Background: an optimization exercise with open tools, aiming at small area and a short achievable clock period. Do not read the settings as production practice.
In this exercise RTL edits were held to simulation tests only and were not proved equivalent to the original.
Power is estimated from default activity; no workload was simulated.

==> flow/design.v <==
module instruction_buffer_nway #(
    parameter int P_ENTRY_W  = 102,
    parameter int P_DEPTH    = 32,
    parameter int P_DEPTH_W  = 5,
    parameter int P_IN_WAYS  = 2,
    parameter int P_OUT_WAYS = 2,
    parameter int P_STOP_TH  = 26
) (
    input  logic                             iCLOCK,
    input  logic                             inRESET,
    input  logic                             iFREE_REFRESH,
    input  logic [P_IN_WAYS-1:0]             iPREVIOUS_VALID,
    input  logic [P_IN_WAYS*P_ENTRY_W-1:0]   iPREVIOUS_DATA,
    output logic                             oPREVIOUS_FETCH_STOP,
    output logic                             oPREVIOUS_LOCK,
    output logic [P_OUT_WAYS-1:0]            oNEXT_VALID,
    output logic [P_OUT_WAYS*P_ENTRY_W-1:0]  oNEXT_DATA,
    input  logic                             iNEXT_LOCK,
    output logic [P_DEPTH_W:0]               oCOUNT
);
    localparam int W  = P_ENTRY_W;
    localparam int NB = (P_DEPTH - 2) / 2;    
    localparam int CW = P_DEPTH_W + 1;
    logic [CW-1:0] count_q;
    logic z_q, e1_q, e3_q, ge2_q, ge3_q, ge4_q, lock_q, fstop_q;
    logic          rpar_q, wpar_q;
    logic [NB-1:0] re_q, ro_q, we_q, wo_q;
    logic [W-1:0] h0_q, h1_q;
    logic [W-1:0] ebank_q [NB];
    logic [W-1:0] obank_q [NB];
    logic [W-1:0] d0, d1;
    assign d0 = iPREVIOUS_DATA[0 +: W];
    assign d1 = iPREVIOUS_DATA[W +: W];
    logic rv, acc, a0, a1;
    assign rv  = !iNEXT_LOCK && !iFREE_REFRESH;
    assign acc = !lock_q && !iFREE_REFRESH;
    assign a0  = acc && iPREVIOUS_VALID[0];
    assign a1  = acc && iPREVIOUS_VALID[1];
    assign oCOUNT               = count_q;
    assign oPREVIOUS_LOCK       = lock_q;
    assign oPREVIOUS_FETCH_STOP = fstop_q;
    assign oNEXT_VALID          = {ge2_q && rv, !z_q && rv};
    assign oNEXT_DATA           = {h1_q, h0_q};
    logic [W-1:0] erd, ord_;
    always_comb begin
        erd  = '0;
        ord_ = '0;
        for (int i = 0; i < NB; i++) begin
            erd  = erd  | ({W{re_q[i]}} & ebank_q[i]);
            ord_ = ord_ | ({W{ro_q[i]}} & obank_q[i]);
        end
    end
    logic cp1, cp2;
    assign cp1 = rv ? e3_q  : e1_q;
    assign cp2 = rv ? ge4_q : ge2_q;
    logic pop1, pop2, push1, push2;
    assign pop1  = rv && e3_q;
    assign pop2  = rv && ge4_q;
    assign push2 = cp2 && a0 && a1;
    assign push1 = (cp2 && (a0 ^ a1)) || (cp1 && a0 && a1);
    logic h0_en, h0_r, h0_sE, h0_sO, h0_s0, h0_s1;
    assign h0_en = z_q || rv;
    assign h0_r  = rv && ge3_q;
    assign h0_sE = h0_r && !rpar_q;
    assign h0_sO = h0_r &&  rpar_q;
    assign h0_s0 = !h0_r &&  iPREVIOUS_VALID[0];
    assign h0_s1 = !h0_r && !iPREVIOUS_VALID[0];
    logic h1_en, h1_r, h1_sE, h1_sO, h1_s0, h1_s1;
    assign h1_en = rv || !ge2_q;
    assign h1_r  = rv && ge4_q;
    assign h1_sE = h1_r &&  rpar_q;
    assign h1_sO = h1_r && !rpar_q;
    assign h1_s0 = cp1 && iPREVIOUS_VALID[0];
    assign h1_s1 = !h1_r && !h1_s0;
    logic [W-1:0] h0_d, h1_d;
    assign h0_d = ({W{h0_sE}} & erd) | ({W{h0_sO}} & ord_) | ({W{h0_s0}} & d0) | ({W{h0_s1}} & d1);
    assign h1_d = ({W{h1_sE}} & erd) | ({W{h1_sO}} & ord_) | ({W{h1_s0}} & d0) | ({W{h1_s1}} & d1);
    logic          e_sel0, o_sel0, e_en, o_en;
    logic [W-1:0]  ebus, obus;
    assign e_sel0 = !wpar_q && cp2 && iPREVIOUS_VALID[0];
    assign o_sel0 =  wpar_q && cp2 && iPREVIOUS_VALID[0];
    assign ebus   = e_sel0 ? d0 : d1;
    assign obus   = o_sel0 ? d0 : d1;
    assign e_en   = wpar_q ? push2 : (push1 || push2);
    assign o_en   = wpar_q ? (push1 || push2) : push2;
    logic [CW-1:0] count_d;
    logic [1:0]    wn, rn;
    assign wn = {1'b0, a0} + {1'b0, a1};
    assign rn = rv ? (ge2_q ? 2'd2 : (z_q ? 2'd0 : 2'd1)) : 2'd0;
    assign count_d = count_q + CW'(wn) - CW'(rn);
    logic [NB-1:0] re_rot, ro_rot, we_rot, wo_rot;
    assign re_rot = {re_q[NB-2:0], re_q[NB-1]};
    assign ro_rot = {ro_q[NB-2:0], ro_q[NB-1]};
    assign we_rot = {we_q[NB-2:0], we_q[NB-1]};
    assign wo_rot = {wo_q[NB-2:0], wo_q[NB-1]};
    always_ff @(posedge iCLOCK) begin
        if (!inRESET || iFREE_REFRESH) begin
            count_q <= '0;
            z_q     <= 1'b1;
            e1_q    <= 1'b0;
            e3_q    <= 1'b0;
            ge2_q   <= 1'b0;
            ge3_q   <= 1'b0;
            ge4_q   <= 1'b0;
            lock_q  <= 1'b0;
            fstop_q <= 1'b0;
            rpar_q  <= 1'b0;
            wpar_q  <= 1'b0;
            re_q    <= NB'(1);
            ro_q    <= NB'(1);
            we_q    <= NB'(1);
            wo_q    <= NB'(1);
        end else begin
            count_q <= count_d;
            z_q     <= count_d == 0;
            e1_q    <= count_d == 1;
            e3_q    <= count_d == 3;
            ge2_q   <= count_d >= 2;
            ge3_q   <= count_d >= 3;
            ge4_q   <= count_d >= 4;
            lock_q  <= count_d >= CW'(P_DEPTH - P_IN_WAYS + 1);
            fstop_q <= count_d > CW'(P_STOP_TH);
            if (pop2) begin
                re_q <= re_rot;
                ro_q <= ro_rot;
            end else if (pop1) begin
                rpar_q <= !rpar_q;
                if (rpar_q) ro_q <= ro_rot;
                else        re_q <= re_rot;
            end
            if (push2) begin
                we_q <= we_rot;
                wo_q <= wo_rot;
            end else if (push1) begin
                wpar_q <= !wpar_q;
                if (wpar_q) wo_q <= wo_rot;
                else        we_q <= we_rot;
            end
        end
    end
    always_ff @(posedge iCLOCK) begin
        if (h0_en) h0_q <= h0_d;
        if (h1_en) h1_q <= h1_d;
    end
    for (genvar i = 0; i < NB; i++) begin : g_ring
        always_ff @(posedge iCLOCK) begin
            if (e_en && we_q[i]) ebank_q[i] <= ebus;
            if (o_en && wo_q[i]) obank_q[i] <= obus;
        end
    end
endmodule
==> flow/run.sh <==
#!/bin/bash
# synth_recipe.tcl (not shown) runs the flow's synth.tcl, then flattens the netlist and writes it again
# the make line also repeats each setting of config.mk as NAME=value (left out here)
make -C /OpenROAD-flow-scripts/flow DESIGN_CONFIG=/design/flow/config.mk WORK_HOME=/design/flow/orfs CLKGATE_MAP_FILE= SYNTH_SCRIPT=/design/flow/synth_recipe.tcl finish
==> flow/config.mk <==
export PLATFORM = sky130hd
export DESIGN_NAME = instruction_buffer_nway
export DESIGN_NICKNAME = instruction_buffer_nway
export VERILOG_FILES = /design/flow/design.v
export SDC_FILE = /design/flow/constraint.sdc
export NUM_CORES = 4
export LEC_CHECK = 0
export CAP_MARGIN = 20
export CORE_MARGIN = 2
export CORE_UTILIZATION = 60
export CTS_CLUSTER_DIAMETER = 80
export CTS_CLUSTER_SIZE = 30
export SETUP_SLACK_MARGIN = 3.4
export SLEW_MARGIN = 20
==> flow/constraint.sdc <==
create_clock -name core_clock -period 6.0 [get_ports {iCLOCK}]
set_input_delay 1.2000 -clock core_clock [delete_from_list [all_inputs] [get_ports {iCLOCK}]]
set_output_delay 1.2000 -clock core_clock [all_outputs]
set_load 0.01 [all_outputs]
==> results.txt, run 1 <==
Endpoint type of the worst setup path = output port
DP Cell Count = 9,595
CTS Buffer Depth = 3
Vias in the first global route = 71,430
Post-synth EDFFs = 3,264
Final core occ = 71.0%
RSZ-0062 raised after global routing = yes
Leak = 46.8 nW
Initial core utilization = 60.2%
Crit path max fanout = 1
Count leader, synth = edfxtp_1
Die span in x = 459 um
Final Hold Viols = 0
Number of setup violations in the final report = 0
Fraction of registers with async set or reset after synthesis = 0%
CP Class = reg -> out
Slew Limit Fails = 0
Skew-Pair Late Insertion Delay = 880 ps
Seq/Total Area, Yosys = 80.0%
Clock Tree Root = clkbuf_16
Status = timing/DRC/antenna clean
Total Power = 45.5 mW
Tmin final = 2990 ps
Boundary Pins = 424
Core footprint = 207,000 sq um
Ordered list of cells on the worst path = buf_2
Post-Route Skew = 45.1 ps
Hold depth = 2
Largest area contributor in the netlist = edfxtp_1
Gate count after technology mapping = 6,768
Setup TNS = 0 ps
Min setup slack post-route = 3010 ps
R2R setup slack = 3260 ps
Cell Area, Synth = 124,000 sq um
Pre-CTS WS = 984 ps
Final std cells w/o fill = 10,413
Drt wl/cell = 47.6 um
Global-route wire length before repair = 618,000 um
Largest net degree at the start of global routing = 104
Post-route ant nets = 0
# clock sinks = 3,340
DR vias = 80,891
Max VDD drop = 0.000337 V
Die height = 459 um
DRC Markers = 0
Ys Warns = 3
GR Util All Layers = 43.2%
Post-Syn Nets = 6,986
Tightest Pin Transition = 1210 ps
Gp weighted congestion = 0.978
CP max stage cell = edfxtp_1
Mean Syn Cell Area = 18.4 sq um
CTS Hold Bufs = 0
Synth top area share = 78.8%
Main flop type after synthesis = edfxtp_1
Commonest cells in the netlist = edfxtp_1, a22oi_1, clkbuf_1
Synth area leaders = edfxtp_1, a22oi_1, a222oi_1
Max_slew headroom = 19.6%
Detailed placer's ending HPWL = 254,000 um
Bufs and invs on worst path = 1
H-tree Lvls = 4
Starting DRT DRC Count = 16,938
Global route overflow = 0
Number of vias per cell = 7.77
CTS Buf Count = 144
Unique masters post-synth = 60
Multi-input logic area = 23,400 sq um
R2R cell count = 6
Hold Startpoint = we_q[14]$_SDFFE_PP0P_
Number of port buffers = 423
Max Fclk = 0.334 GHz
#FFs+latches synth = 3,340
Critical Path AT = 1790 ps
Crit-path leading delay family = flip-flops
Row Count = 167
Filler Cells Inserted = 12,881
Clock-pin slew on the worst setup and hold paths = 120 ps
Register area = 99,700 sq um
Initial antenna violation count = 48
Worst Hold Class = reg -> reg
PwrDens = 310 nW/um^2
DIE AREA = 211,000 sq um
DRT Pass-1 Iters = 13
Worst path required time = 4800 ps
P&R area growth vs syn = 18.0%
CTS tree = yes
Hold endpoint = we_q[14]$_SDFFE_PP0P_
Final period utilization = 49.9%
Max_cap viols = 0
Critical path launch point = h0_q[47]$_DFFE_PP_
Share of layout cells above drive strength 1 = 19.3%
Critical path launch point type = register
Total Nets Final = 7,788
CP max stage delay = 680 ps
Worst reg2reg endpoint = h0_q[31]$_DFFE_PP_
DRT Wirelength = 496,000 um
Worst R2R Start = re_q[14]$_SDFFE_PP0P_
==> area by class of cell <==
| class | instances | share of cell area, % |
|---|---|---|
| repair inverters | 21 | 0.132 |
| multi-input cells | 2934 | 15.9 |
| repair buffers | 1108 | 10.2 |
| clock inverters | 55 | 0.476 |
| well taps | 2704 | 2.31 |
| diodes | 35 | 0.0597 |
| inverters | 21 | 0.241 |
| flip-flops and latches | 3340 | 67.9 |
| clock buffers | 195 | 2.76 |
==> worst max-delay path by stage <==
stage,depth (start not counted),end,slack (ps)
2_1_floorplan,7,obank_q[0][0]$_DFFE_PP_,230
3_3_place_gp,10,ge2_q$_SDFF_PP0_,1040
3_5_place_dp,10,ge2_q$_SDFF_PP0_,980
4_1_cts,1,oNEXT_DATA[47],3000
5_1_grt,1,oNEXT_DATA[47],3020
6_report,1,oNEXT_DATA[47],3010
==> power breakdown <==
group / switching [mW] / internal (mW)
sequential: 0.601 / 26.8
clock: 7.34 / 5.27
combinational: 3.63 / 1.89
total: 11.6 / 34.0
==> per-stage QoR <==
stage,instance area [sq um],hold WS (ps)
detailed placement,132000,447
finish,147000,485
floorplan,124000,431
global route,147000,509
global placement,132000,443
CTS,141000,466
==> flip-flops by register name, summed over array words and instances, names as in the netlist <==
name     flops
rpar_q       1
fstop_q      1
e3_q         1
wpar_q       1
we_q        15
obank_q   1530
ge4_q        1
z_q          1
ge3_q        1
h1_q       102
re_q        15
wo_q        15
lock_q       1
h0_q       102
ge2_q        1
ro_q        15
ebank_q   1530
e1_q         1
count_q      6
==> metal layers <==
layer	vias up	GRT usage [%]	share of wire (%)
met5	-	0	0.054
met4	30	21.3	7.0
met3	1438	13.3	17
met2	7842	63.3	44
met1	41211	59.5	33
li1	30370	-	-
==> repair_timing <==
item	in CTS	in global routing
setup buffers	183	135
resized for setup	1258	282
pin swaps	54	36
setup endpoints to repair	6738	2995
gates cloned	77	138
==> kinds of logic after synthesis <==
group / synth area share, %
AO/OA/AOI/OAI: 11.9
buffers and inverters: 1.82
multiplexers: 3.15
AND/OR/NAND/NOR: 2.99
XOR/XNOR: 0.0352
adder cells (fa/ha/maj): 0.0926
flip-flops: 80.0
==> layout by cell type (no fill, tap or decap), drive strengths merged, types with 3 or more instances in the layout <==
cell type      instances
o21a                   6
o21ai                 22
a22o                 204
a221oi               204
mux2                 209
bufbuf                 5
clkinvlp               7
buf                  799
dfxtp                 76
clkbuf               293
mux2i                132
nor2                  44
and3                 206
clkdlybuf4s50        205
nor2b                  6
ha                     6
a222oi               204
nand2                156
nor3                   3
diode                 35
xor2                   3
or2                    5
a22oi               1022
edfxtp              3264
inv                   57
clkinv                26
a21oi                124
and2                  24
nand3                 22
nand4                205
bufinv                 7
o22ai                103
==> run 2, diff against run 1 <==
--- a/flow/config.mk
+++ b/flow/config.mk
@@ -9,6 +9,3 @@
 export CORE_MARGIN = 2
-export CORE_UTILIZATION = 60
-export CTS_CLUSTER_DIAMETER = 80
-export CTS_CLUSTER_SIZE = 30
-export SETUP_SLACK_MARGIN = 3.4
+export CORE_UTILIZATION = 40
 export SLEW_MARGIN = 20
==> results.txt, run 2 <==
# clock sinks = 3,340
CTS Hold Bufs = 0
Gate count after technology mapping = 6,768
Setup Buffers After CTS = 0
Max_cap viols = 0
P&R area growth vs syn = 16.4%
Pre-CTS WS = 1040 ps
Tightest Pin Transition = 1280 ps
Die height = 562 um
Worst Hold Class = reg -> reg
WHS = 457 ps
GR Util All Layers = 27.0%
Crit path max fanout = 12
DRT Pass-1 Iters = 8
Max VDD drop = 0.000245 V
Max_slew headroom = 14.6%
Cell repeated most along the worst path = clkdlybuf4s50_1
Share of layout cells above drive strength 1 = 11.2%
Register area = 99,600 sq um
Post-placement cell area = 134,000 sq um
Post-route ant nets = 0
Critical path launch point type = input pin
CP max stage cell = clkdlybuf4s50_1
Commonest cells in the netlist = edfxtp_1, a22oi_1, clkbuf_1
Endpoint type of the worst setup path = output port
Starting DRT DRC Count = 12,624
Total Nets Final = 7,418
Number of vias per cell = 6.48
CTS Buffer Depth = 4
Vias in the first global route = 70,882
Count leader, synth = edfxtp_1
Mean Syn Cell Area = 18.4 sq um
CTS Buf Count = 334
Seq/Total Area, Yosys = 80.0%
Post-Syn Nets = 6,986
Crit-path leading delay family = buffers and inverters
Filler Cells Inserted = 25,472
Largest net degree at the start of global routing = 105
CTS resizes = 0
Synth area leaders = edfxtp_1, a22oi_1, a222oi_1
DRC Markers = 0
Row Count = 204
H-tree Lvls = 5
Initial core utilization = 40.2%
PwrDens = 362 nW/um^2
Unique masters post-synth = 60
CTS tree = yes
Bufs and invs on worst path = 3
Main flop type after synthesis = edfxtp_1
CP max stage delay = 740 ps
DIE AREA = 315,000 sq um
Tmin final = 4610 ps
Global-route wire length before repair = 596,000 um
Ordered list of cells on the worst path = clkdlybuf4s50_1 > nor2_2 > nand2_1 > inv_1 > clkdlybuf4s50_1
DRT Wirelength = 438,000 um
Total Power = 52.5 mW
Initial antenna violation count = 70
Core footprint = 309,000 sq um
Global route overflow = 0
Critical Path AT = 3410 ps
Skew-Pair Late Insertion Delay = 920 ps
#FFs+latches synth = 3,340
CP Class = in -> out
Boundary Pins = 424
RSZ-0062 raised after global routing = no
Leak = 44.8 nW
Gp weighted congestion = 1.01
Number of port buffers = 423
Fraction of registers with async set or reset after synthesis = 0%
Worst path required time = 4800 ps
Commonest non-fill, non-tap cells in the layout = edfxtp_1, a22oi_1, clkdlybuf4s50_1, clkbuf_16
Clock-pin slew on the worst setup and hold paths = 60 ps
Final Hold Viols = 0
Min setup slack post-route = 1390 ps
Design Area, Final = 145,000 sq um
Largest registers = ebank_q: 1530 flops, obank_q: 1530 flops
Clock Tree Root = clkbuf_16
Largest area contributor in the netlist = edfxtp_1
Synth top area share = 78.8%
Post-Route Skew = 85.9 ps
Multi-input logic area = 22,700 sq um
DR vias = 75,410
Final std cells w/o fill = 11,646
Status = timing/DRC/antenna clean
DP Cell Count = 10,984
Commonest non-fill, non-tap cell in the layout = edfxtp_1
Drt wl/cell = 37.6 um
Ys Warns = 3
Post-synth EDFFs = 3,264
Setup TNS = 0 ps
Final period utilization = 76.8%
Cell Area, Synth = 124,000 sq um
Detailed placer's ending HPWL = 255,000 um
Final core occ = 46.9%
Number of setup violations in the final report = 0
Max Fclk = 0.217 GHz
Die span in x = 562 um
Slew Limit Fails = 0
==> run 2: logic make-up after synthesis <==
kind of cell / share of synthesized area (%)
and+or+nand+nor: 2.99
xor gates and xnor gates: 0.0352
adders and majority gates: 0.0926
buffers and inverters: 1.82
AOI/OAI and AO/OA: 11.9
DFF: 80.0
muxes: 3.15
==> run 2: report_power, final <==
part	switching (mW)	internal, mW	leakage, nW
registers	0.556	26.8	30.3
logic	3.16	1.67	9.46
clock network	8.83	11.4	5.09
total	12.5	39.9	44.8
==> run 2: cell type report <==
class                   instances  share of cell area [%]
repair buffers                586                    4.52
clock buffers                 409                    6.02
diodes                         62                   0.107
flip-flops and latches       3340                    68.8
well taps                    4120                    3.56
clock inverters               191                    1.20
multi-input cells            2917                    15.7
inverters                      21                   0.103
==> run 2: metal layers <==
layer	track usage, %	share of wire (%)	vias up
met1	35.8	37	38987
met2	41.3	46	5684
met5	0	0.046	-
met4	13.9	5.4	34
li1	-	-	29750
met3	6.68	12	955
==> run 2: worst min-delay path, stage by stage, from the launching register on <==
cell and delay, ps:
dfxtp_1 310, nand2_1 50, a21oi_1 50
==> run 2: worst paths after layout <==
kind	from	end	slack [ps]	depth (start not counted)
worst min-delay path	wo_q[2]$_SDFFE_PP0P_	wo_q[2]$_SDFFE_PP0P_	460	2
worst min register to register	wo_q[2]$_SDFFE_PP0P_	wo_q[2]$_SDFFE_PP0P_	460	2
worst max-delay path	iFREE_REFRESH	oNEXT_VALID[1]	1390	5
worst max register to register	ge4_q$_SDFF_PP0_	ebank_q[0][69]$_DFFE_PP_	2580	5
==> run 3, diff against run 2 <==
--- a/flow/config.mk
+++ b/flow/config.mk
@@ -9,3 +9,7 @@
 export CORE_MARGIN = 2
-export CORE_UTILIZATION = 40
+export CORE_UTILIZATION = 70
+export CTS_BUF_LIST = sky130_fd_sc_hd__clkbuf_8
+export CTS_CLUSTER_DIAMETER = 40
+export CTS_CLUSTER_SIZE = 20
+export SETUP_SLACK_MARGIN = 3.2
 export SLEW_MARGIN = 20
==> results.txt, run 3 <==
Status = timing/DRC/antenna clean
Pre-CTS WS = 1030 ps
Net Sw Power = 12.6 mW
Slew Limit Fails = 0
Tmin final = 3160 ps
P&R area growth vs syn = 13.4%
Bufs and invs on worst path = 1
Ordered list of cells on the worst path = buf_2
Endpoint type of the worst setup path = output port
Global route overflow = 0
# clock sinks = 3,340
Final std cells w/o fill = 10,014
Initial antenna violation count = 53
Synth top area share = 78.8%
Setup TNS = 0 ps
Max Fclk = 0.316 GHz
CTS tree = yes
Design Area, Final = 141,000 sq um
GR peak layer = met2
Int Pwr = 35.7 mW
DP Cell Count = 9,229
Number of setup violations in the final report = 0
Filler Cells Inserted = 9,047
Largest area contributor in the netlist = edfxtp_1
Detailed placer's ending HPWL = 240,000 um
Global-route wire length before repair = 570,000 um
Ys Warns = 3
Count leader, synth = edfxtp_1
Tightest Pin Transition = 1190 ps
Commonest non-fill, non-tap cells in the layout = edfxtp_1, a22oi_1, clkbuf_8, clkdlybuf4s50_1
CP max stage cell = edfxtp_1
Critical Path AT = 1960 ps
Largest net degree at the start of global routing = 103
Die span in x = 426 um
DR vias = 78,031
GR Util All Layers = 46.0%
Worst Hold Class = reg -> reg
Seq/Total Area, Yosys = 80.0%
Max VDD drop = 0.000343 V
Main flop type after synthesis = edfxtp_1
Drt wl/cell = 42.4 um
CTS Buf Count = 362
Clock network fraction of total power = 33.5%
Number of port buffers = 423
Final Hold Viols = 0
Combinational power share = 10.0%
#FFs+latches synth = 3,340
Row Count = 154
CTS Hold Bufs = 0
Unique masters post-synth = 60
Gp weighted congestion = 1.02
Multi-input logic area = 22,900 sq um
Cell Area, Synth = 124,000 sq um
Met3 Use GR = 16.2%
DRC Markers = 0
Starting DRT DRC Count = 16,496
H-tree Lvls = 5
Post-synth EDFFs = 3,264
Skew-Pair Late Insertion Delay = 1140 ps
Share of layout cells above drive strength 1 = 18.4%
Reg power frac = 56.5%
DRT Pass-1 Iters = 12
Post-placement cell area = 132,000 sq um
Post-Route Skew = 84.6 ps
Fraction of registers with async set or reset after synthesis = 0%
Crit path max fanout = 1
Crit-path leading delay family = flip-flops
Switch share = 26.0%
Min setup slack post-route = 2840 ps
Worst path required time = 4800 ps
CP Class = reg -> out
PwrDens = 342 nW/um^2
Total Nets Final = 7,580
Commonest cells in the netlist = edfxtp_1, a22oi_1, clkbuf_1
Max_cap viols = 0
Clock Tree Root = clkbuf_8
Leak = 44.9 nW
Core footprint = 176,000 sq um
Gate count after technology mapping = 6,768
Final period utilization = 52.7%
Max_slew headroom = 20.4%
Die height = 426 um
RSZ-0062 raised after global routing = yes
Critical path launch point type = register
Post-Syn Nets = 6,986
Clock-pin slew on the worst setup and hold paths = 90 ps
Met1 usage = 61.5%
CTS Buffer Depth = 4
Vias in the first global route = 72,368
DIE AREA = 181,000 sq um
Commonest non-fill, non-tap cell in the layout = edfxtp_1
DRT Wirelength = 425,000 um
Boundary Pins = 424
Post-route ant nets = 0
Synth area leaders = edfxtp_1, a22oi_1, a222oi_1
Register area = 99,700 sq um
Met2 Resource Use GR = 65.4%
Number of vias per cell = 7.79
Largest registers = ebank_q: 1530 flops, obank_q: 1530 flops
CP max stage delay = 610 ps
Initial core utilization = 70.5%
Mean Syn Cell Area = 18.4 sq um
[run 3: path summary, 6_finish.rpt]
check,from,slack [ps],endpoint,cells after the start
min,we_q[14]$_SDFFE_PP0P_,460,we_q[14]$_SDFFE_PP0P_,2
min reg2reg,we_q[14]$_SDFFE_PP0P_,460,we_q[14]$_SDFFE_PP0P_,2
max reg2reg,re_q[13]$_SDFFE_PP0P_,3100,h0_q[3]$_DFFE_PP_,6
max,h1_q[84]$_DFFE_PP_,2840,oNEXT_DATA[186],1
[run 3: logic make-up after synthesis]
logic type      after synthesis  share of synthesized area [%]
flops                      3340                           80.0
buf+inv                     511                           1.82
compound gates             1896                           11.9
xor+xnor                      5                         0.0352
mux                         336                           3.15
fa+ha+maj                     8                         0.0926
simple gates                672                           2.99
[run 3: per-layer routing]
metal	up-vias	share of wire, %
met5	-	0.15
met4	54	7.8
met3	1531	17
met2	7995	43
met1	38445	32
li1	30006	-
[run 3: layout make-up]
cell class / count / area share, %
Clock inverter: 270 / 1.95
Clock buffer: 373 / 3.64
Multi-Input combinational cell: 2921 / 16.2
Antenna cell: 33 / 0.0585
Timing Repair Buffer: 704 / 5.08
Timing Repair inverter: 12 / 0.0745
Tap cell: 2340 / 2.08
Sequential cell: 3340 / 70.6
Inverter: 21 / 0.230
[run 3: power by group through the flow]
stage,logic [mW],registers (mW),clock network (mW)
6_report,4.84,27.3,16.2
5_1_grt,4.91,27.3,17.0
4_1_cts,4.48,27.2,16.1
3_5_place_dp,4.66,27.7,0
3_3_place_gp,4.59,27.7,0
2_1_floorplan,1.90,27.8,0
[run 3: worst register-to-register path: stages, from the launching register on]
cell      delay, ps
dfxtp_4         550
buf_4           500
a22o_1          340
a221oi_1        370
nand4_1         400
o22ai_1         420
a21oi_1          70
[run 3: what timing repair did]
| item | 4_1_cts | 5_1_grt |
|---|---|---|
| buffers inserted | 43 | 40 |
| gates resized for setup | 1065 | 126 |
| gates cloned | 12 | 14 |
| pin swaps | 19 | 22 |
| endpoints found under the hold margin | 0 | 0 |
| endpoints found under the setup margin | 6530 | 3235 |
[run 3: stage by stage]
stage	utilization (%)	power (mW)	hold slack (ps)
finish	80.0	48.3	460
global route	80.0	49.2	494
CTS	79.5	47.8	462
detailed placement	74.9	32.4	452
global placement	74.9	32.3	443
floorplan	-	29.7	431
==> run 4, diff against run 3 <==
--- a/flow/config.mk
+++ b/flow/config.mk
@@ -9,6 +9,6 @@
 export CORE_MARGIN = 2
-export CORE_UTILIZATION = 70
+export CORE_UTILIZATION = 60
 export CTS_BUF_LIST = sky130_fd_sc_hd__clkbuf_8
-export CTS_CLUSTER_DIAMETER = 40
-export CTS_CLUSTER_SIZE = 20
+export CTS_CLUSTER_DIAMETER = 50
+export CTS_CLUSTER_SIZE = 16
 export SETUP_SLACK_MARGIN = 3.2
==> results.txt, run 4 <==
Status = timing/DRC/antenna clean
Setup TNS = 0 ps
Post-Route Skew = 59.3 ps
Global-route wire length before repair = 597,000 um
Core footprint = 207,000 sq um
Largest net degree at the start of global routing = 104
Leak = 44.1 nW
DR vias = 77,222
Total Nets Final = 7,553
CTS Buffer Depth = 4
Gp weighted congestion = 0.978
CTS tree = yes
CTS Buf Count = 301
Number of port buffers = 423
DRC Markers = 0
#FFs+latches synth = 3,340
Post-synth EDFFs = 3,264
Post-route ant nets = 0
Final period utilization = 53.8%
Mean Syn Cell Area = 18.4 sq um
Synth area leaders = edfxtp_1, a22oi_1, a222oi_1
CP max stage cell = edfxtp_1
Cell Area, Synth = 124,000 sq um
Max_cap viols = 0
Crit path max fanout = 1
Critical path launch point type = register
Count leader, synth = edfxtp_1
Fraction of registers with async set or reset after synthesis = 0%
Seq/Total Area, Yosys = 80.0%
Synth top area share = 78.8%
Number of vias per cell = 7.53
Tightest Pin Transition = 1170 ps
PwrDens = 327 nW/um^2
Max VDD drop = 0.000285 V
Post-Syn Nets = 6,986
Commonest non-fill, non-tap cells in the layout = edfxtp_1, a22oi_1, clkbuf_8, clkdlybuf4s50_1
Unique masters post-synth = 60
Worst Hold Class = reg -> reg
RSZ-0062 raised after global routing = yes
Initial antenna violation count = 44
DRT Wirelength = 447,000 um
Skew-Pair Late Insertion Delay = 1120 ps
Largest registers = ebank_q: 1530 flops, obank_q: 1530 flops
Filler Cells Inserted = 13,788
Boundary Pins = 424
Drt wl/cell = 43.6 um
Largest area contributor in the netlist = edfxtp_1
Final Hold Viols = 0
Global route overflow = 0
Worst path required time = 4800 ps
Gate count after technology mapping = 6,768
Starting DRT DRC Count = 14,556
CP max stage delay = 690 ps
DRT Pass-1 Iters = 9
Ys Warns = 3
Commonest non-fill, non-tap cell in the layout = edfxtp_1
Initial core utilization = 60.2%
# clock sinks = 3,340
Final core occ = 67.6%
Die height = 459 um
Main flop type after synthesis = edfxtp_1
Max Fclk = 0.310 GHz
Number of setup violations in the final report = 0
Die span in x = 459 um
Share of layout cells above drive strength 1 = 16.1%
Max_slew headroom = 21.5%
Vias in the first global route = 71,122
H-tree Lvls = 5
GR Util All Layers = 41.4%
Slew Limit Fails = 0
P&R area growth vs syn = 12.3%
Tmin final = 3230 ps
Bufs and invs on worst path = 1
Crit-path leading delay family = flip-flops
Endpoint type of the worst setup path = output port
Clock-pin slew on the worst setup and hold paths = 100 ps
Clock Tree Root = clkbuf_8
Ordered list of cells on the worst path = buf_2
Detailed placer's ending HPWL = 254,000 um
Critical Path AT = 2030 ps
Row Count = 167
DIE AREA = 211,000 sq um
Commonest cells in the netlist = edfxtp_1, a22oi_1, clkbuf_1
CP Class = reg -> out
==> run 4: changes by cell type in the layout (fill, tap and decap cells not counted), sizes merged <==
cell	previous run	this run
bufinv	30	16
clkdlybuf4s15	0	1
inv	144	104
clkbuf	380	323
diode	33	39
buf	489	522
and2	20	23
clkinvlp	33	22
a21oi	123	124
nand3	21	20
clkinv	96	54
==> run 4: power by group <==
group / switching [mW] / leakage, nW / internal, mW
Sequential: 0.587 / 30.3 / 26.8
Combinational: 3.30 / 10.8 / 1.49
Clock: 7.91 / 3.06 / 5.62
Total: 11.8 / 44.1 / 33.9
==> run 4: through the flow <==
step | setup WS, ps | total power [mW] | hold slack (ps) | cells | instance area [sq um]
floorplan | 232 | 29.7 | 431 | 6768 | 124000
global placement | 1040 | 32.6 | 443 | 9595 | 132000
detailed placement | 984 | 32.6 | 447 | 9595 | 132000
CTS | 2780 | 45.4 | 460 | 10171 | 139000
global route | 2800 | 46.6 | 478 | 10235 | 140000
finish | 2770 | 45.7 | 465 | 10257 | 140000
==> run 4: worst paths after layout <==
path / from / end / slack, ps / cells past startpoint
worst min register to register: wo_q[10]$_SDFFE_PP0P_ / wo_q[10]$_SDFFE_PP0P_ / 460 / 2
worst min-delay path: wo_q[10]$_SDFFE_PP0P_ / wo_q[10]$_SDFFE_PP0P_ / 460 / 2
worst max register to register: ro_q[2]$_SDFFE_PP0P_ / h0_q[46]$_DFFE_PP_ / 3140 / 6
worst max-delay path: h0_q[47]$_DFFE_PP_ / oNEXT_DATA[47] / 2770 / 1
==> run 4: cell families after synthesis <==
| logic type | synth area share, % |
|---|---|
| DFF | 80.0 |
| AOI/OAI and AO/OA | 11.9 |
| and+or+nand+nor | 2.99 |
| buffers and inverters | 1.82 |
| muxes | 3.15 |
| adders and majority gates | 0.0926 |
| xor gates and xnor gates | 0.0352 |
==> run 4: metal layers <==
layer	global-route usage (%)	vias up	routed length [um]
met3	12.1	1103	64400
met2	60.9	6417	200000
li1	-	29811	-
met1	57.6	39873	158000
met4	19.3	18	23900
met5	0	-	115
==> run 4: area by class of cell <==
class / instances / area (sq um) / share of cell area, %
Sequential cell: 3340 / 99700 / 71.4
Multi-Input combinational cell: 2924 / 22900 / 16.4
Timing Repair Buffer: 737 / 7500 / 5.37
Clock buffer: 317 / 4360 / 3.12
Tap cell: 2704 / 3380 / 2.42
Clock inverter: 165 / 1360 / 0.970
Inverter: 21 / 300 / 0.215
Antenna cell: 39 / 97.6 / 0.0699
Timing Repair inverter: 10 / 87.6 / 0.0627
==> run 4: what timing repair did <==
action / 4_1_cts / 5_1_grt
setup buffers: 75 / 41
gates resized for setup: 1042 / 67
endpoints found under the setup margin: 6154 / 1361
gates cloned: 19 / 6
pin swaps: 28 / 10
hold buffers: 0 / 0
==> run 5, diff against run 4 <==
--- a/flow/config.mk
+++ b/flow/config.mk
@@ -7,2 +7,3 @@
 export LEC_CHECK = 0
+export ABC_CLOCK_PERIOD_IN_PS = 2800
 export CAP_MARGIN = 20
@@ -10,5 +11,2 @@
 export CORE_UTILIZATION = 60
-export CTS_BUF_LIST = sky130_fd_sc_hd__clkbuf_8
-export CTS_CLUSTER_DIAMETER = 50
-export CTS_CLUSTER_SIZE = 16
 export SETUP_SLACK_MARGIN = 3.2
==> results.txt, run 5 <==
Min setup slack post-route = 2940 ps
Unique masters post-synth = 60
Synth top area share = 78.8%
Post-Syn Nets = 6,986
Int Pwr = 40.4 mW
Max Fclk = 0.327 GHz
Die height = 459 um
Leak = 46.4 nW
Crit-path leading delay family = flip-flops
Number of setup violations in the final report = 0
Max_slew headroom = 20.9%
Seq/Total Area, Yosys = 80.0%
Boundary Pins = 424
Count leader, synth = edfxtp_1
Final core occ = 70.2%
Clock network fraction of total power = 39.3%
Initial core utilization = 60.2%
Initial antenna violation count = 49
Vias in the first global route = 72,246
Largest registers = ebank_q: 1530 flops, obank_q: 1530 flops
Number of port buffers = 423
Switch share = 23.7%
CP Class = reg -> out
Share of layout cells above drive strength 1 = 16.4%
#FFs+latches synth = 3,340
CTS tree = yes
Number of vias per cell = 7.49
Post-Route Skew = 58.0 ps
Tightest Pin Transition = 1180 ps
R2R setup slack = 3090 ps
Ys Warns = 3
Gate count after technology mapping = 6,768
WHS = 461 ps
P&R area growth vs syn = 16.6%
Clock-pin slew on the worst setup and hold paths = 60 ps
Post-synth EDFFs = 3,264
Combinational power share = 8.9%
Commonest non-fill, non-tap cells in the layout = edfxtp_1, a22oi_1, clkbuf_16
DRC Markers = 0
Setup TNS = 0 ps
DR vias = 77,765
Row Count = 167
Clock Tree Root = clkbuf_16
Detailed placer's ending HPWL = 254,000 um
CTS Buffer Depth = 4
Slew Limit Fails = 0
Cell Area, Synth = 124,000 sq um
Worst Hold Class = reg -> reg
CTS Buf Count = 342
Starting DRT DRC Count = 14,656
DRT Wirelength = 451,000 um
CP max stage delay = 670 ps
Endpoint type of the worst setup path = output port
Drt wl/cell = 43.4 um
Post-placement cell area = 132,000 sq um
Pre-CTS WS = 984 ps
Global-route wire length before repair = 600,000 um
Skew-Pair Late Insertion Delay = 980 ps
Fraction of registers with async set or reset after synthesis = 0%
GR Util All Layers = 41.5%
Ordered list of cells on the worst path = buf_2
Design Area, Final = 145,000 sq um
Commonest non-fill, non-tap cell in the layout = edfxtp_1
Status = timing/DRC/antenna clean
Core footprint = 207,000 sq um
Max_cap viols = 0
Post-route ant nets = 0
# clock sinks = 3,340
H-tree Lvls = 5
Total Power = 53.0 mW
Tmin final = 3060 ps
Reg power frac = 51.8%
CP max stage cell = edfxtp_1
Crit path max fanout = 1
PwrDens = 365 nW/um^2
Critical path launch point type = register
Final Hold Viols = 0
Main flop type after synthesis = edfxtp_1
Die span in x = 459 um
Global route overflow = 0
Max VDD drop = 0.000366 V
Critical Path AT = 1860 ps
Commonest cells in the netlist = edfxtp_1, a22oi_1, clkbuf_1
Final period utilization = 51.0%
Largest net degree at the start of global routing = 104
Synth area leaders = edfxtp_1, a22oi_1, a222oi_1
Mean Syn Cell Area = 18.4 sq um
Worst path required time = 4800 ps
RSZ-0062 raised after global routing = yes
DP Cell Count = 9,595
Total Nets Final = 7,605
Net Sw Power = 12.6 mW
Bufs and invs on worst path = 1
Largest area contributor in the netlist = edfxtp_1
Gp weighted congestion = 0.978
DIE AREA = 211,000 sq um
DRT Pass-1 Iters = 9
Final std cells w/o fill = 10,386
run 5: cell families after synthesis:
kind of cell	after synthesis	synth area share [%]
flops	3340	80.0
compound gates	1896	11.9
simple gates	672	2.99
buf+inv	511	1.82
mux	336	3.15
fa+ha+maj	8	0.0926
xor+xnor	5	0.0352
run 5: repair_timing:
item	CTS	global route
hold buffers	0	0
gates resized for setup	955	105
setup endpoints to repair	6576	2247
setup buffers	78	40
pin swaps	36	10
cloned	15	19
hold endpoints to repair	0	0
run 5: tightest hold or removal path: stages (launching register included):
cell	delay, ps
dfxtp_1	310
nand2_1	50
a21oi_1	50
run 5: power groups by stage:
stage	Sequential, mW	Clock (mW)	Combinational, mW
2_1_floorplan	27.8	0	1.90
3_3_place_gp	27.9	0	4.67
3_5_place_dp	27.9	0	4.72
4_1_cts	27.4	20.8	4.50
5_1_grt	27.4	21.7	4.85
6_report	27.4	20.8	4.74
run 5: final timing paths:
path / startpoint / endpoint / cells past startpoint
worst max-delay path: h0_q[47]$_DFFE_PP_ / oNEXT_DATA[47] / 1
worst min-delay path: wo_q[14]$_SDFFE_PP0P_ / wo_q[14]$_SDFFE_PP0P_ / 2
worst max register to register: ro_q[12]$_SDFFE_PP0P_ / h0_q[3]$_DFFE_PP_ / 6
worst min register to register: wo_q[14]$_SDFFE_PP0P_ / wo_q[14]$_SDFFE_PP0P_ / 2
run 5: metal layers:
layer  wire length [um]  up-vias  share of wire (%)  GRT usage [%]
li1                   -    30086                  -              -
met1             159000    39937                 35           57.6
met2             201000     6597                 45           60.6
met3              66000     1115                 15           12.5
met4              24400       30                5.4           20.1
met5                215        -              0.048              0
run 5: area by class of cell:
| cell class | count | area [sq um] |
|---|---|---|
| Sequential cell | 3340 | 99700 |
| Fill cell | 13123 | 61600 |
| Multi-Input combinational cell | 2924 | 22900 |
| Clock buffer | 465 | 9410 |
| Timing Repair Buffer | 746 | 7770 |
| Tap cell | 2704 | 3380 |
| Clock inverter | 140 | 1380 |
| Inverter | 21 | 354 |
| Timing Repair inverter | 12 | 105 |
| Antenna cell | 34 | 85.1 |
==> run 6, diff against run 5 <==
--- a/flow/config.mk
+++ b/flow/config.mk
@@ -11,2 +11,4 @@
 export CORE_UTILIZATION = 60
+export CTS_CLUSTER_DIAMETER = 70
+export CTS_CLUSTER_SIZE = 24
 export SETUP_SLACK_MARGIN = 3.2
==> results.txt, run 6 <==
Worst Hold Class = reg -> reg
PwrDens = 328 nW/um^2
Count leader, synth = edfxtp_1
Reg power frac = 59.7%
Critical Path AT = 1800 ps
DRC Markers = 0
Min setup slack post-route = 3000 ps
DRT Pass-1 Iters = 10
DIE AREA = 211,000 sq um
Post-synthesis share of cell area spent on xor and xnor gates = 0.0352%
Net Sw Power = 11.5 mW
Ordered list of cells on the worst path = buf_2
Switch share = 25.0%
Synth top area share = 78.8%
Clock network fraction of total power = 29.8%
Pre-CTS WS = 984 ps
Skew-Pair Late Insertion Delay = 900 ps
Die height = 459 um
Status = timing/DRC/antenna clean
Fraction of registers with async set or reset after synthesis = 0%
Starting DRT DRC Count = 15,081
Gp weighted congestion = 0.978
Post-route ant nets = 0
Clock-pin slew on the worst setup and hold paths = 90 ps
Max VDD drop = 0.000355 V
Setup TNS = 0 ps
Endpoint type of the worst setup path = output port
Total Power = 45.9 mW
DR vias = 76,848
Worst path required time = 4800 ps
Tightest Pin Transition = 1160 ps
Post-Syn Nets = 6,986
Number of vias per cell = 7.62
Commonest cells in the netlist = edfxtp_1, a22oi_1, clkbuf_1
Vias in the first global route = 70,399
H-tree Lvls = 4
Bufs and invs on worst path = 1
Max Fclk = 0.334 GHz
# clock sinks = 3,340
GR Util All Layers = 41.3%
Slew Limit Fails = 0
Final Hold Viols = 0
Share of layout cells above drive strength 1 = 13.7%
Largest net degree at the start of global routing = 104
Row Count = 167
Tmin final = 3000 ps
CP max stage delay = 670 ps
CP Class = reg -> out
Largest registers = ebank_q: 1530 flops, obank_q: 1530 flops
Ys Warns = 3
Number of port buffers = 423
Post-synth EDFFs = 3,264
Post-Route Skew = 42.1 ps
Simple-Gate Fraction of Synth Area = 2.99%
CTS Buf Count = 173
Boundary Pins = 424
Seq/Total Area, Yosys = 80.0%
Global-route wire length before repair = 595,000 um
Clock Tree Root = clkbuf_16
Int Pwr = 34.4 mW
Largest area contributor in the netlist = edfxtp_1
Final core occ = 67.8%
Adder-cell share of the synthesized area = 0.0926%
Critical path launch point type = register
RSZ-0062 raised after global routing = yes
Crit-path leading delay family = flip-flops
Global route overflow = 0
Initial core utilization = 60.2%
CTS Buffer Depth = 3
Main flop type after synthesis = edfxtp_1
Mux contribution to synthesized area = 3.15%
Post-synthesis compound-gate area fraction = 11.9%
Total Nets Final = 7,438
#FFs+latches synth = 3,340
Max_slew headroom = 22.2%
Drt wl/cell = 44.1 um
Crit path max fanout = 1
Max_cap viols = 0
Mean Syn Cell Area = 18.4 sq um
Combinational power share = 10.5%
Commonest non-fill, non-tap cell in the layout = edfxtp_1
Gate count after technology mapping = 6,768
Final period utilization = 50.0%
Core footprint = 207,000 sq um
Unique masters post-synth = 60
P&R area growth vs syn = 12.6%
Commonest non-fill, non-tap cells in the layout = edfxtp_1, a22oi_1, and3_1, nand4_1, clkdlybuf4s50_1
Largest family of logic cells by synthesized area = compound AO/OA/AOI/OAI gates
CTS tree = yes
Die span in x = 459 um
Number of setup violations in the final report = 0
Initial antenna violation count = 56
Cell Area, Synth = 124,000 sq um
DRT Wirelength = 445,000 um
Detailed placer's ending HPWL = 254,000 um
CP max stage cell = edfxtp_1
Leak = 43.9 nW
Synth area leaders = edfxtp_1, a22oi_1, a222oi_1
## run 6: stage by stage
stage / area [sq um] / hold slack, ps / std cells
6_report: 140000 / 466 / 10085
4_1_cts: 139000 / 459 / 9984
2_1_floorplan: 124000 / 431 / 6768
5_1_grt: 140000 / 493 / 10062
3_3_place_gp: 132000 / 443 / 9595
3_5_place_dp: 132000 / 447 / 9595
## run 6: layout make-up
class	count	area (sq um)
sequential	3340	99700
fill	13672	66600
multi-input combinational	2926	23000
timing repair buffer	742	7880
clock buffer	227	4660
tap	2704	3380
clock inverter	72	922
inverter	21	317
timing repair inverter	16	140
antenna	37	92.6
## run 6: final timing paths
check | slack [ps] | end | cells past startpoint | from
max | 3000 | oNEXT_DATA[47] | 1 | h0_q[47]$_DFFE_PP_
min | 470 | wo_q[14]$_SDFFE_PP0P_ | 2 | wo_q[14]$_SDFFE_PP0P_
max reg2reg | 3110 | h0_q[15]$_DFFE_PP_ | 6 | ro_q[10]$_SDFFE_PP0P_
min reg2reg | 470 | wo_q[14]$_SDFFE_PP0P_ | 2 | wo_q[14]$_SDFFE_PP0P_
## run 6: power groups by stage
stage	Sequential, mW	Combinational [mW]	Clock, mW
after floorplan	27.8	1.90	0
after global placement	27.9	4.67	0
after detailed placement	27.9	4.72	0
after CTS	27.3	4.54	13.6
after global routing	27.4	4.96	14.4
final	27.4	4.84	13.7
## run 6: kinds of logic after synthesis
logic type	count (synthesis)
DFF	3340
AOI/OAI and AO/OA	1896
and+or+nand+nor	672
buffers and inverters	511
muxes	336
adders and majority gates	8
xor gates and xnor gates	5
## run 6: timing repair
action,4_1_cts,5_1_grt
resized for setup,742,123
hold endpoints to repair,0,0
buffers inserted,65,54
hold buffers,0,0
cloned,25,10
pin swaps,26,18
setup endpoints to repair,6595,2300
## run 6: layer usage
metal	track usage (%)	wire (um)
met1	58.3	158000
met2	61.0	198000
met3	11.2	63800
met4	18.5	24100
met5	0	138
==> run 7, diff against run 6 <==
--- a/flow/config.mk
+++ b/flow/config.mk
@@ -10,3 +10,3 @@
 export CORE_MARGIN = 2
-export CORE_UTILIZATION = 60
+export CORE_UTILIZATION = 70
 export CTS_CLUSTER_DIAMETER = 70
==> results.txt, run 7 <==
Cell Area, Synth = 124,000 sq um
Detailed placer's ending HPWL = 240,000 um
Gp weighted congestion = 1.02
Simple-Gate Fraction of Synth Area = 2.99%
Critical Path AT = 3630 ps
Die span in x = 426 um
Initial core utilization = 70.5%
Crit path max fanout = 60
GR Util All Layers = 45.1%
Tmin final = 3000 ps
Largest family of logic cells by synthesized area = compound AO/OA/AOI/OAI gates
Share of layout cells above drive strength 1 = 12.7%
Final period utilization = 50.0%
Mean Syn Cell Area = 18.4 sq um
Main flop type after synthesis = edfxtp_1
Max_slew headroom = 21.5%
# clock sinks = 3,340
Critical path launch point type = register
Boundary Pins = 424
Initial antenna violation count = 51
Number of port buffers = 423
Mux contribution to synthesized area = 3.15%
Die height = 426 um
Vias in the first global route = 70,411
Max VDD drop = 0.000370 V
Global-route wire length before repair = 559,000 um
#FFs+latches synth = 3,340
Core footprint = 176,000 sq um
Post-synthesis share of cell area spent on xor and xnor gates = 0.0352%
Met2 Resource Use GR = 65.1%
Starting DRT DRC Count = 16,564
RSZ-0062 raised after global routing = yes
Status = timing/DRC/antenna clean
Max Fclk = 0.333 GHz
CTS tree = yes
Skew-Pair Late Insertion Delay = 890 ps
Adder-cell share of the synthesized area = 0.0926%
Post-synth EDFFs = 3,264
Commonest non-fill, non-tap cells in the layout = edfxtp_1, a22oi_1, and3_1, nand4_1, clkdlybuf4s50_1
CTS Buffer Depth = 3
Clock Tree Root = clkbuf_16
Worst path required time = 6630 ps
Synth top area share = 78.8%
PwrDens = 319 nW/um^2
DRT Pass-1 Iters = 10
Final Hold Viols = 0
DRT Wirelength = 424,000 um
Drt wl/cell = 43.9 um
Largest registers = ebank_q: 1530 flops, obank_q: 1530 flops
Clock-pin slew on the worst setup and hold paths = 100 ps
Post-Syn Nets = 6,986
Global route overflow = 0
CTS Hold Bufs = 0
Number of vias per cell = 7.98
Met1 usage = 61.0%
Slew Limit Fails = 0
Setup TNS = 0 ps
Worst Hold Class = reg -> reg
P&R area growth vs syn = 11.6%
Largest area contributor in the netlist = edfxtp_1
Final core occ = 78.8%
GR peak layer = met2
Post-Route Skew = 43.0 ps
DR vias = 77,035
Commonest cells in the netlist = edfxtp_1, a22oi_1, clkbuf_1
Endpoint type of the worst setup path = register
Ys Warns = 3
Tightest Pin Transition = 1170 ps
Total Nets Final = 7,418
Row Count = 154
H-tree Lvls = 4
Unique masters post-synth = 60
Count leader, synth = edfxtp_1
Leak = 43.5 nW
Max_cap viols = 0
CP Class = reg -> reg
Post-synthesis compound-gate area fraction = 11.9%
DRC Markers = 0
Commonest non-fill, non-tap cell in the layout = edfxtp_1
DIE AREA = 181,000 sq um
Seq/Total Area, Yosys = 80.0%
Largest net degree at the start of global routing = 103
CTS Buf Count = 163
Number of setup violations in the final report = 0
Gate count after technology mapping = 6,768
Fraction of registers with async set or reset after synthesis = 0%
Post-route ant nets = 0
Synth area leaders = edfxtp_1, a22oi_1, a222oi_1
Met3 Use GR = 14.3%
[run 7: cell counts after synthesis]
No cell type changed its count.
[run 7: path summary, 6_finish.rpt]
kind,from,endpoint,slack [ps],cells after the start
max,re_q[2]$_SDFFE_PP0P_,h1_q[67]$_DFFE_PP_,3000,6
min,we_q[14]$_SDFFE_PP0P_,we_q[14]$_SDFFE_PP0P_,470,2
max reg2reg,re_q[2]$_SDFFE_PP0P_,h1_q[67]$_DFFE_PP_,3000,6
min reg2reg,we_q[14]$_SDFFE_PP0P_,we_q[14]$_SDFFE_PP0P_,470,2
[run 7: stage by stage]
step	cell area [sq um]	setup WS [ps]	hold slack [ps]	cells	total power [mW]
floorplan	124000	232	431	6768	29.7
global placement	132000	1080	443	9229	32.3
detailed placement	132000	1030	452	9229	32.4
CTS	137000	2990	465	9503	43.9
global route	139000	3030	501	9619	45.1
finish	139000	3000	471	9650	44.3
[run 7: kinds of logic after synthesis]
kind of cell / count (synthesis)
AO/OA/AOI/OAI: 1896
XOR/XNOR: 5
adder cells (fa/ha/maj): 8
buffers and inverters: 511
flip-flops: 3340
multiplexers: 336
AND/OR/NAND/NOR: 672
[run 7: metal layers]
| metal | wire (um) | share of wire [%] |
|---|---|---|
| met1 | 135000 | 32 |
| met2 | 183000 | 43 |
| met3 | 71300 | 17 |
| met4 | 33400 | 7.9 |
| met5 | 601 | 0.14 |
[run 7: repair_timing]
item,CTS,global route
gates cloned,4,32
hold endpoints to repair,0,0
gates resized for setup,636,124
setup endpoints to repair,6691,3673
buffers inserted,37,73
pin swaps,21,20
[run 7: report_power, final]
group	switching, mW	internal (mW)	leakage [nW]
Combinational	3.28	1.55	10.9
Sequential	0.451	26.8	30.3
Clock	7.00	5.27	2.28
Total	10.7	33.6	43.5
[run 7: worst max-delay path, stage by stage (launching register included)]
cell and delay [ps]:
dfxtp_4 610, buf_12 320, a22o_1 340, a221oi_1 220, nand4_1 550, a22oi_1 390
nand2_1 100
[run 7: layout make-up]
type                            instances  area [sq um]
Sequential cell                      3340         99700
Fill cell                            9323         37500
Multi-Input combinational cell       2922         22900
Timing Repair Buffer                  738          8080
Clock buffer                          194          4280
Tap cell                             2340          2930
Clock inverter                         39           404
Inverter                               21           342
Timing Repair inverter                 14           123
Antenna cell                           42           105
==> run 8, diff against run 7 <==
--- a/flow/config.mk
+++ b/flow/config.mk
@@ -10,3 +10,3 @@
 export CORE_MARGIN = 2
-export CORE_UTILIZATION = 70
+export CORE_UTILIZATION = 55
 export CTS_CLUSTER_DIAMETER = 70
==> results.txt, run 8 <==
Commonest non-fill, non-tap cells in the layout = edfxtp_1, a22oi_1, and3_1, nand4_1, clkdlybuf4s50_1
Final Hold Viols = 0
DRC Markers = 0
# clock sinks = 3,340
Combinational power share = 10.5%
Starting DRT DRC Count = 15,181
DRT Pass-1 Iters = 9
Critical Path AT = 1770 ps
Cell Area, Synth = 124,000 sq um
Mean Syn Cell Area = 18.4 sq um
Ordered list of cells on the worst path = buf_2
CP max stage cell = edfxtp_1
Status = timing/DRC/antenna clean
Post-synth EDFFs = 3,264
Total Nets Final = 7,416
CP max stage delay = 680 ps
Crit-path leading delay family = flip-flops
Final period utilization = 49.6%
Main flop type after synthesis = edfxtp_1
DIE AREA = 230,000 sq um
Setup TNS = 0 ps
Boundary Pins = 424
Largest registers = ebank_q: 1530 flops, obank_q: 1530 flops
DR vias = 76,604
Post-Syn Nets = 6,986
Unique masters post-synth = 60
Max VDD drop = 0.000325 V
Tightest Pin Transition = 1270 ps
Synth top area share = 78.8%
Die height = 480 um
Crit path max fanout = 1
Tmin final = 2970 ps
Commonest non-fill, non-tap cell in the layout = edfxtp_1
Largest area contributor in the netlist = edfxtp_1
Slew Limit Fails = 0
H-tree Lvls = 4
Fraction of registers with async set or reset after synthesis = 0%
Global-route wire length before repair = 605,000 um
Initial core utilization = 55.3%
Max_cap viols = 0
Endpoint type of the worst setup path = output port
P&R area growth vs syn = 12.9%
Clock network fraction of total power = 30.0%
CTS Buf Count = 178
Ys Warns = 3
Reg power frac = 59.5%
Detailed placer's ending HPWL = 261,000 um
Max_slew headroom = 15.2%
Initial antenna violation count = 100
DRT Wirelength = 461,000 um
Filler Cells Inserted = 16,001
CTS Buffer Depth = 3
RSZ-0062 raised after global routing = yes
Synth area leaders = edfxtp_1, a22oi_1, a222oi_1
Vias in the first global route = 68,468
Global route overflow = 0
Critical path launch point type = register
Switch share = 25.4%
Clock-pin slew on the worst setup and hold paths = 90 ps
Max Fclk = 0.336 GHz
Int Pwr = 34.4 mW
Largest net degree at the start of global routing = 105
Post-route ant nets = 0
#FFs+latches synth = 3,340
Min setup slack post-route = 3030 ps
Worst Hold Class = reg -> reg
GR Util All Layers = 38.6%
Leak = 43.9 nW
Die span in x = 480 um
Commonest cells in the netlist = edfxtp_1, a22oi_1, clkbuf_1
Gate count after technology mapping = 6,768
Count leader, synth = edfxtp_1
Number of setup violations in the final report = 0
Share of layout cells above drive strength 1 = 13.4%
Drt wl/cell = 44.4 um
Gp weighted congestion = 1.00
CP Class = reg -> out
Core footprint = 225,000 sq um
Seq/Total Area, Yosys = 80.0%
Net Sw Power = 11.7 mW
Row Count = 174
Worst path required time = 4800 ps
Skew-Pair Late Insertion Delay = 880 ps
Clock Tree Root = clkbuf_16
CTS tree = yes
Bufs and invs on worst path = 1
PwrDens = 329 nW/um^2
CTS Hold Bufs = 0
Number of port buffers = 423
Number of vias per cell = 7.38
Pre-CTS WS = 969 ps
Post-Route Skew = 37.8 ps
## run 8: changes by cell type in the layout (fill, tap and decap cells not counted), moves of 27 or more
| cell | before | now |
|---|---|---|
| mux2_1 | 16 | 67 |
| mux2_2 | 105 | 55 |
| clkdlybuf4s15_1 | 62 | 23 |
| buf_2 | 50 | 114 |
| buf_4 | 178 | 150 |
| diode_2 | 42 | 69 |
## run 8: what timing repair did
action | in CTS | in global routing
pin swaps | 20 | 15
cloned | 13 | 18
setup buffers | 64 | 39
resized for setup | 767 | 91
setup endpoints to repair | 6694 | 1390
## run 8: kinds of logic (layout without fill, tap and decap cells)
group	count (synthesis)	count (layout)	share of synthesized area [%]
xor+xnor	5	5	0.0352
fa+ha+maj	8	8	0.0926
mux	336	336	3.15
flops	3340	3340	80.0
buf+inv	511	1051	1.82
compound gates	1896	1897	11.9
other cells	0	69	0
simple gates	672	683	2.99
## run 8: power by group through the flow
stage | registers [mW] | logic, mW | clock network (mW)
5_1_grt | 27.4 | 4.97 | 14.7
2_1_floorplan | 27.8 | 1.90 | 0
6_report | 27.5 | 4.84 | 13.8
3_3_place_gp | 28.0 | 4.71 | 0
3_5_place_dp | 28.0 | 4.79 | 0
4_1_cts | 27.4 | 4.59 | 13.9
## run 8: area by class of cell
cell class / instances / area, sq um / area share [%]
Timing Repair Buffer: 718 / 7710 / 5.49
Timing Repair inverter: 10 / 87.6 / 0.0624
Inverter: 21 / 318 / 0.226
Clock inverter: 90 / 973 / 0.693
Multi-Input combinational cell: 2929 / 23000 / 16.4
Tap cell: 2992 / 3740 / 2.67
Antenna cell: 69 / 173 / 0.123
Sequential cell: 3340 / 99700 / 71.0
Clock buffer: 212 / 4750 / 3.38
## run 8: metrics by stage
| stage | utilization (%) | area [sq um] | total power [mW] | hold slack [ps] | cells |
|---|---|---|---|---|---|
| 2_1_floorplan | - | 124000 | 29.7 | 431 | 6768 |
| 3_3_place_gp | 59.1 | 133000 | 32.7 | 445 | 9875 |
| 3_5_place_dp | 59.1 | 133000 | 32.8 | 451 | 9876 |
| 4_1_cts | 61.9 | 139000 | 45.9 | 463 | 10255 |
| 5_1_grt | 62.4 | 140000 | 47.1 | 480 | 10338 |
| 6_report | 62.4 | 140000 | 46.2 | 467 | 10381 |
## run 8: layer usage
layer / up-vias / wire (um) / GRT usage [%]
li1: 29617 / - / -
met1: 39983 / 172000 / 56.3
met2: 6115 / 203000 / 55.7
met3: 859 / 63900 / 10.5
met4: 30 / 21000 / 15.0
met5: - / 202 / 0
## run 8: worst register-to-register path, delay by kind of cell, from the launching register on
| kind | cells | cell delay (ps) |
|---|---|---|
| AO/OA/AOI/OAI | 2 | 1390 |
| AND/OR/NAND/NOR | 3 | 690 |
| flip-flops | 1 | 350 |
| buffers and inverters | 1 | 200 |
## run 8: worst paths after layout
| check | startpoint | endpoint | slack, ps | cells after the start |
|---|---|---|---|---|
| setup reg to reg | re_q[1]$_SDFFE_PP0P_ | h1_q[58]$_DFFE_PP_ | 3120 | 6 |
| setup / recovery | h0_q[45]$_DFFE_PP_ | oNEXT_DATA[45] | 3030 | 1 |
| hold reg to reg | wo_q[5]$_SDFFE_PP0P_ | wo_q[5]$_SDFFE_PP0P_ | 470 | 2 |
| hold / removal | wo_q[5]$_SDFFE_PP0P_ | wo_q[5]$_SDFFE_PP0P_ | 470 | 2 |
==> run 9, diff against run 8 <==
--- a/flow/config.mk
+++ b/flow/config.mk
@@ -10,3 +10,3 @@
 export CORE_MARGIN = 2
-export CORE_UTILIZATION = 55
+export CORE_UTILIZATION = 50
 export CTS_CLUSTER_DIAMETER = 70
==> results.txt, run 9 <==
Max VDD drop = 0.000261 V
PwrDens = 327 nW/um^2
Count leader, synth = edfxtp_1
# clock sinks = 3,340
Starting DRT DRC Count = 14,969
Commonest non-fill, non-tap cells in the layout = edfxtp_1, a22oi_1, and3_1, nand4_1, clkdlybuf4s50_1
Tmin final = 3000 ps
Max_cap viols = 0
Tightest Pin Transition = 1160 ps
DR vias = 76,073
Vias in the first global route = 68,590
Synth top area share = 78.8%
Initial core utilization = 50.2%
Endpoint type of the worst setup path = output port
Clock-pin slew on the worst setup and hold paths = 100 ps
Final period utilization = 50.0%
Commonest non-fill, non-tap cell in the layout = edfxtp_1
Worst path required time = 4800 ps
#FFs+latches synth = 3,340
CTS Buf Count = 172
DRT Wirelength = 449,000 um
Cell Area, Synth = 124,000 sq um
Clock Tree Root = clkbuf_16
Global route overflow = 0
Post-Route Skew = 34.5 ps
DRC Markers = 0
Final core occ = 56.6%
Boundary Pins = 424
Die span in x = 503 um
Post-route ant nets = 0
RSZ-0062 raised after global routing = yes
Ordered list of cells on the worst path = buf_6
Crit path max fanout = 1
Crit-path leading delay family = flip-flops
Number of port buffers = 423
Detailed placer's ending HPWL = 257,000 um
Seq/Total Area, Yosys = 80.0%
Bufs and invs on worst path = 1
Number of vias per cell = 7.12
Share of layout cells above drive strength 1 = 12.6%
Fraction of registers with async set or reset after synthesis = 0%
Setup TNS = 0 ps
Core footprint = 248,000 sq um
Largest registers = ebank_q: 1530 flops, obank_q: 1530 flops
Global-route wire length before repair = 598,000 um
H-tree Lvls = 4
CTS Buffer Depth = 3
Total Nets Final = 7,402
CTS tree = yes
Status = timing/DRC/antenna clean
Mean Syn Cell Area = 18.4 sq um
CP max stage cell = edfxtp_1
CP max stage delay = 750 ps
Post-Syn Nets = 6,986
Register area = 99,700 sq um
Skew-Pair Late Insertion Delay = 880 ps
CP Class = reg -> out
Gate count after technology mapping = 6,768
Main flop type after synthesis = edfxtp_1
WHS = 467 ps
Ys Warns = 3
Die height = 503 um
Critical Path AT = 1800 ps
DRT Pass-1 Iters = 9
Critical path launch point type = register
Max_slew headroom = 22.3%
Drt wl/cell = 42.1 um
Filler Cells Inserted = 18,602
GR Util All Layers = 34.5%
P&R area growth vs syn = 12.9%
DIE AREA = 253,000 sq um
Slew Limit Fails = 0
Row Count = 183
Largest net degree at the start of global routing = 105
Largest area contributor in the netlist = edfxtp_1
Final Hold Viols = 0
Initial antenna violation count = 84
Unique masters post-synth = 60
Synth area leaders = edfxtp_1, a22oi_1, a222oi_1
Leak = 43.6 nW
Worst Hold Class = reg -> reg
Multi-input logic area = 22,900 sq um
Max Fclk = 0.333 GHz
Commonest cells in the netlist = edfxtp_1, a22oi_1, clkbuf_1
Gp weighted congestion = 1.00
Number of setup violations in the final report = 0
Post-synth EDFFs = 3,264
-- run 9: timing repair --
item	in CTS	in global routing
hold buffers	0	0
pin swaps	25	21
gates resized for setup	768	44
gates cloned	13	9
endpoints found under the setup margin	6696	1231
buffers inserted	63	42
-- run 9: stage by stage --
stage          area (sq um)  setup WS [ps]  total power [mW]  cells
2_1_floorplan        124000            232              29.7   6768
3_3_place_gp         133000           1040              32.7  10213
3_5_place_dp         133000           1080              32.7  10213
4_1_cts              139000           2930              45.6  10564
5_1_grt              140000           3000              46.8  10627
6_report             140000           3000              45.9  10682
-- run 9: cell families after synthesis --
| logic type | Yosys count | synth area share [%] |
|---|---|---|
| flip-flops | 3340 | 80.0 |
| AO/OA/AOI/OAI | 1896 | 11.9 |
| AND/OR/NAND/NOR | 672 | 2.99 |
| buffers and inverters | 511 | 1.82 |
| multiplexers | 336 | 3.15 |
| adder cells (fa/ha/maj) | 8 | 0.0926 |
| XOR/XNOR | 5 | 0.0352 |
-- run 9: final timing paths --
check | startpoint | to | slack [ps] | cells past startpoint
setup / recovery | h0_q[46]$_DFFE_PP_ | oNEXT_DATA[46] | 3000 | 1
hold / removal | wo_q[9]$_SDFFE_PP0P_ | wo_q[9]$_SDFFE_PP0P_ | 470 | 2
setup reg to reg | ro_q[6]$_SDFFE_PP0P_ | h0_q[53]$_DFFE_PP_ | 3140 | 6
hold reg to reg | wo_q[9]$_SDFFE_PP0P_ | wo_q[9]$_SDFFE_PP0P_ | 470 | 2
-- run 9: worst reg2reg max path: stages, from the launching register on --
cell	delay (ps)
dfxtp_4	360
buf_12	200
a222oi_1	900
and3_1	230
nand4_1	480
o22ai_1	350
a21oi_1	70
-- run 9: metal layers --
metal | global-route usage (%) | vias up | wire length, um
met2 | 49.9 | 6215 | 198000
met1 | 48.6 | 39369 | 165000
met4 | 16.4 | 46 | 24000
met5 | 0 | - | 296
li1 | - | 29525 | -
met3 | 9.70 | 918 | 62200
-- run 9: where the power goes --
group          leakage, nW  switching (mW)  internal [mW]  total (mW)
registers             30.3           0.672           26.8        27.5
logic                 10.7            3.38           1.58        4.96
clock network         2.63            7.53           5.94        13.5
-- run 9: cell type report --
class	instances	share of cell area (%)
timing repair inverter	5	0.0312
clock buffer	210	3.31
inverter	21	0.242
timing repair buffer	719	5.49
tap	3330	2.97
multi-input combinational	2925	16.3
clock inverter	65	0.525
sequential	3340	71.0
antenna	67	0.119

## separate check: timing with driven ports
No port has a modelled driver above. Below, the same layouts with a new extraction and two added sets of constraints. Step 1, drivers: a clkbuf_16 drives iCLOCK and a buf_2 each remaining input, both assumed. Step 2 moves the port delays by t, midway between the first and last clock arrival at a register: inputs arrive t later, outputs are due t later. That takes back most of the time a late clock gives input paths. Slacks: ideal ports / drivers / drivers and shift; pairs: ideal ports / drivers.
run | t (ns) | slack for setup (ns) | worst register clock-pin slew, ns | worst slew at a driven data input, ns
run 1 | 0.952 | 3.006 / 2.912 / 2.210 | 0.12 / 0.12 | 0.21
run 2 | 0.957 | 1.393 / 1.371 / 0.882 | 0.07 / 0.07 | 0.33
run 3 | 1.192 | 2.835 / 2.746 / 2.044 | 0.11 / 0.11 | 0.32
run 4 | 1.183 | 2.772 / 2.680 / 2.014 | 0.11 / 0.11 | 0.19
run 5 | 1.046 | 2.942 / 2.852 / 2.139 | 0.07 / 0.07 | 0.19
run 6 | 0.985 | 3.002 / 2.897 / 2.141 | 0.10 / 0.10 | 0.19
run 7 | 0.968 | 2.997 / 2.938 / 2.177 | 0.10 / 0.10 | 0.32
run 8 | 0.951 | 3.026 / 2.935 / 2.176 | 0.10 / 0.10 | 0.26
run 9 | 0.953 | 3.000 / 2.917 / 2.185 | 0.10 / 0.10 | 0.23
After both steps every run listed still meets setup and hold. For run 6, which loses most, drivers alone change the setup slack by -0.105 ns; drivers and shift together by -0.861 ns.
